This is an optimization exercise on Yosys and OpenROAD, whose aim is small area, not a production implementation.
The RTL was checked by simulation tests, not by an equivalence proof against the original design.
Power is estimated from default activity; no workload was simulated.

// spk_out
module spk_out (
    input  wire         clk,
    input  wire         rst_n,
    input  wire         soma_fire,
    input  wire [23:0]  neuron_id,
    input  wire         config_we,
    input  wire [58:0]  config_flit,
    output logic        config_full,
    input  wire         credit_in,
    output logic        flit_out_wr,
    output logic [58:0] flit_out,
    input  wire         dst_we,
    input  wire [3:0]   dst_waddr,
    input  wire [20:0]  dst_wdata,
    input  wire         dst_re,
    input  wire [3:0]   dst_raddr,
    output logic [20:0] dst_rdata
);
    localparam int N = 15;    
    localparam int W = 57;    
    logic [20:0] tbl [0:15];
    logic [3:0]  taddr;       
    always_ff @(posedge clk) begin
        if (dst_we) tbl[dst_waddr] <= dst_wdata;
    end
    logic [15:0] tsel;
    logic        rsel;
    logic [20:0] rd_or;
    always_comb begin
        rd_or = rsel ? q[N-1][55:35] : 21'b0;
        for (int i = 0; i < 16; i++) begin
            tsel[i] = (taddr == 4'(i)) && !rsel;
            rd_or   = rd_or | (tsel[i] ? tbl[i] : 21'b0);
        end
    end
    assign dst_rdata = rd_or;
    logic [W-1:0] q   [0:N-1];
    logic [N-1:0] v;
    logic [N:0]   rdy;        
    logic         push;
    logic         pop;
    logic [W-1:0] din;
    logic         cfg_read;
    assign push     = soma_fire || config_we;
    assign cfg_read = (config_flit[58:56] == 3'b111);
    always_comb begin
        din[56]    = !soma_fire && cfg_read;
        din[55:38] = config_flit[55:38];
        din[37:35] = soma_fire ? 3'b000 :
                     (cfg_read ? config_flit[37:35] : config_flit[58:56]);
  ...
==> flow/config.mk <==
export PLATFORM = sky130hd
export DESIGN_NAME = spk_out
export DESIGN_NICKNAME = spk_out
export VERILOG_FILES = /design/flow/design.v
export SDC_FILE = /design/flow/constraint.sdc
export NUM_CORES = 4
export LEC_CHECK = 0
export CAP_MARGIN = 20
export CORE_MARGIN = 2
export CORE_UTILIZATION = 60
export SLEW_MARGIN = 20
==> flow/constraint.sdc <==
create_clock -name core_clock -period 5.0 [get_ports {clk}]
set_input_delay 1.0000 -clock core_clock [delete_from_list [all_inputs] [get_ports {clk}]]
set_output_delay 1.0000 -clock core_clock [all_outputs]
set_load 0.01 [all_outputs]
standard.sh (not shown) runs the stock make flow with config.mk's settings and CLKGATE_MAP_FILE= SYNTH_SCRIPT=/design/flow/synth_recipe.tcl, a recipe that flattens the netlist after the stock synthesis.
==> flow/flow/run.sh <==
#!/bin/bash
# Standard ORFS layout (standard.sh, unchanged synthesis, floorplan, power
# grid and routing) with three settings changed:
#  - ports are buffered with the smallest buffer, buf_1;
#  - buffers that abc inserted during synthesis are removed at floorplan,
#    so repair_design sizes the fanout buffering itself;
#  - clock tree synthesis uses clkbuf_8 with sink clusters of up to 20
#    flip-flops and no dummy loads.
# make's full output goes to make_finish.log; ORFS writes each step's log
# under orfs/logs.
set -euo pipefail
export BUFFER_PORTS_ARGS="-buffer_cell sky130_fd_sc_hd__buf_1"
export REMOVE_ABC_BUFFERS=1
export CTS_ARGS="-sink_clustering_enable -repair_clock_nets -dont_use_dummy_load -buf_list sky130_fd_sc_hd__clkbuf_4 -sink_clustering_size 12 -sink_clustering_max_diameter 40"
bash standard.sh > make_finish.log 2>&1
Edit:
--- a/flow/flow/run.sh
+++ b/flow/flow/run.sh
@@ -14 +14 @@
-export CTS_ARGS="-sink_clustering_enable -repair_clock_nets -dont_use_dummy_load -buf_list sky130_fd_sc_hd__clkbuf_4 -sink_clustering_size 12 -sink_clustering_max_diameter 40"
+export CTS_ARGS="-sink_clustering_enable -repair_clock_nets -dont_use_dummy_load -buf_list sky130_fd_sc_hd__clkbuf_8 -sink_clustering_size 20 -sink_clustering_max_diameter 60"
Total power is about the same.
First-iteration DRC count climbs by 23%.
Clock-buffer cell count drops by 64.
Setup slack improves by 0.23 ns.
Hold slack improves by 0.062 ns.
Edit:
- CORE_UTILIZATION: 60 -> 70
After rerunning:
- routed wire length came out lower by a few percent
- hold slack hardly moves
- fmax fell by a few percent
- power went down by a few percent
- setup slack degrades by 0.15 ns
- synthesized area is unchanged
- die area went down by about a fifth
- non-clock buffer count shrinks by 17
- sequential power is about the same

Another version of the RTL of spk_out (not shown whole).
Size in the first run: ~1,800 cells after synthesis, ~1,200 flip-flops, about 200 I/O pins, about 0.040 mm2 of cells after synthesis.
Settings: LEC_CHECK=0, CAP_MARGIN=20, CORE_MARGIN=2, CORE_UTILIZATION=70, GPL_ROUTABILITY_DRIVEN=0, GPL_TIMING_DRIVEN=0, SLEW_MARGIN=20; clock period 5.0 ns.
==> flow/flow/run.sh <==
#!/bin/bash
# Standard ORFS layout (standard.sh, unchanged synthesis, floorplan, power
# grid and routing) with three settings changed:
#  - ports are buffered with the smallest buffer, buf_1;
#  - buffers that abc inserted during synthesis are removed at floorplan,
#    so repair_design sizes the fanout buffering itself;
#  - clock tree synthesis uses clkbuf_8 with sink clusters of up to 20
#    flip-flops and no dummy loads.
# make's full output goes to make_finish.log; ORFS writes each step's log
# under orfs/logs.
set -euo pipefail
export BUFFER_PORTS_ARGS="-buffer_cell sky130_fd_sc_hd__buf_1"
export REMOVE_ABC_BUFFERS=1
export CTS_ARGS="-sink_clustering_enable -repair_clock_nets -dont_use_dummy_load -buf_list sky130_fd_sc_hd__clkbuf_8 -sink_clustering_size 20 -sink_clustering_max_diameter 60"
bash standard.sh > make_finish.log 2>&1
Then changed:
CORE_UTILIZATION = 75   (was 70)
GPL_ROUTABILITY_DRIVEN = unset   (was 0)
GPL_TIMING_DRIVEN = unset   (was 0)
The new run finished with timing, DRC and antenna clean.
Synthesized area stays the same.
Non-clock buffer count went down by 16.
Global-route usage went up by 1.6 points.
Clock-buffer cell count is unchanged.
Synthesized cell count is unchanged.
Routed wire length went up slightly.
Worst hold slack loses 0.0050 ns.
Power went down slightly.
Design area went down by a few percent.
Then changed:
CORE_UTILIZATION = 70   (was 75)
After rerunning:
- total power falls by 0.47%
- non-clock buffer count went up by 3
- combinational power is about the same
- first-iteration DRC count decreases by 23%
- sequential cell count is unchanged
- cell count increases by 2.6%
- routed wire length drops by 4.7%

re-timing with driven ports:
The results above use ideal ports. As a check the final layouts listed here were re-extracted and re-timed, cells and wires unchanged. Step 1 sets driving cells, clkbuf_16 on the clock port and buf_2 on the other inputs (assumed; they add their load-dependent delay and slew). Step 2 moves the port delays by t, midway between the first and last clock arrival at a register: inputs arrive t later, outputs are due t later. That takes back most of the time a late clock gives input paths. Three values: ideal ports, drivers, drivers and shift; two values: the first two.
run	shift t [ns]	setup WS [ns]	worst setup path after step 2	slew at the worst register clock pin (ns)	worst data-port slew with drivers (ns)
the first run of note 1	0.972	0.500 / 0.440 / 1.052	register to register	0.12 / 0.12	0.11
the second run of note 1	0.721	0.735 / 0.675 / 1.079	register to register	0.12 / 0.12	0.09
the third run of note 1	0.706	0.589 / 0.526 / 1.232	register to output	0.12 / 0.12	0.11
the first run of note 2	0.722	0.422 / 0.362 / 1.084	register to output	0.12 / 0.12	0.11
the second run of note 2	0.726	0.443 / 0.381 / 1.107	register to output	0.12 / 0.12	0.09
the third run of note 2	0.714	0.608 / 0.548 / 1.262	register to output	0.12 / 0.12	0.09
After both steps every run listed still meets setup and hold.
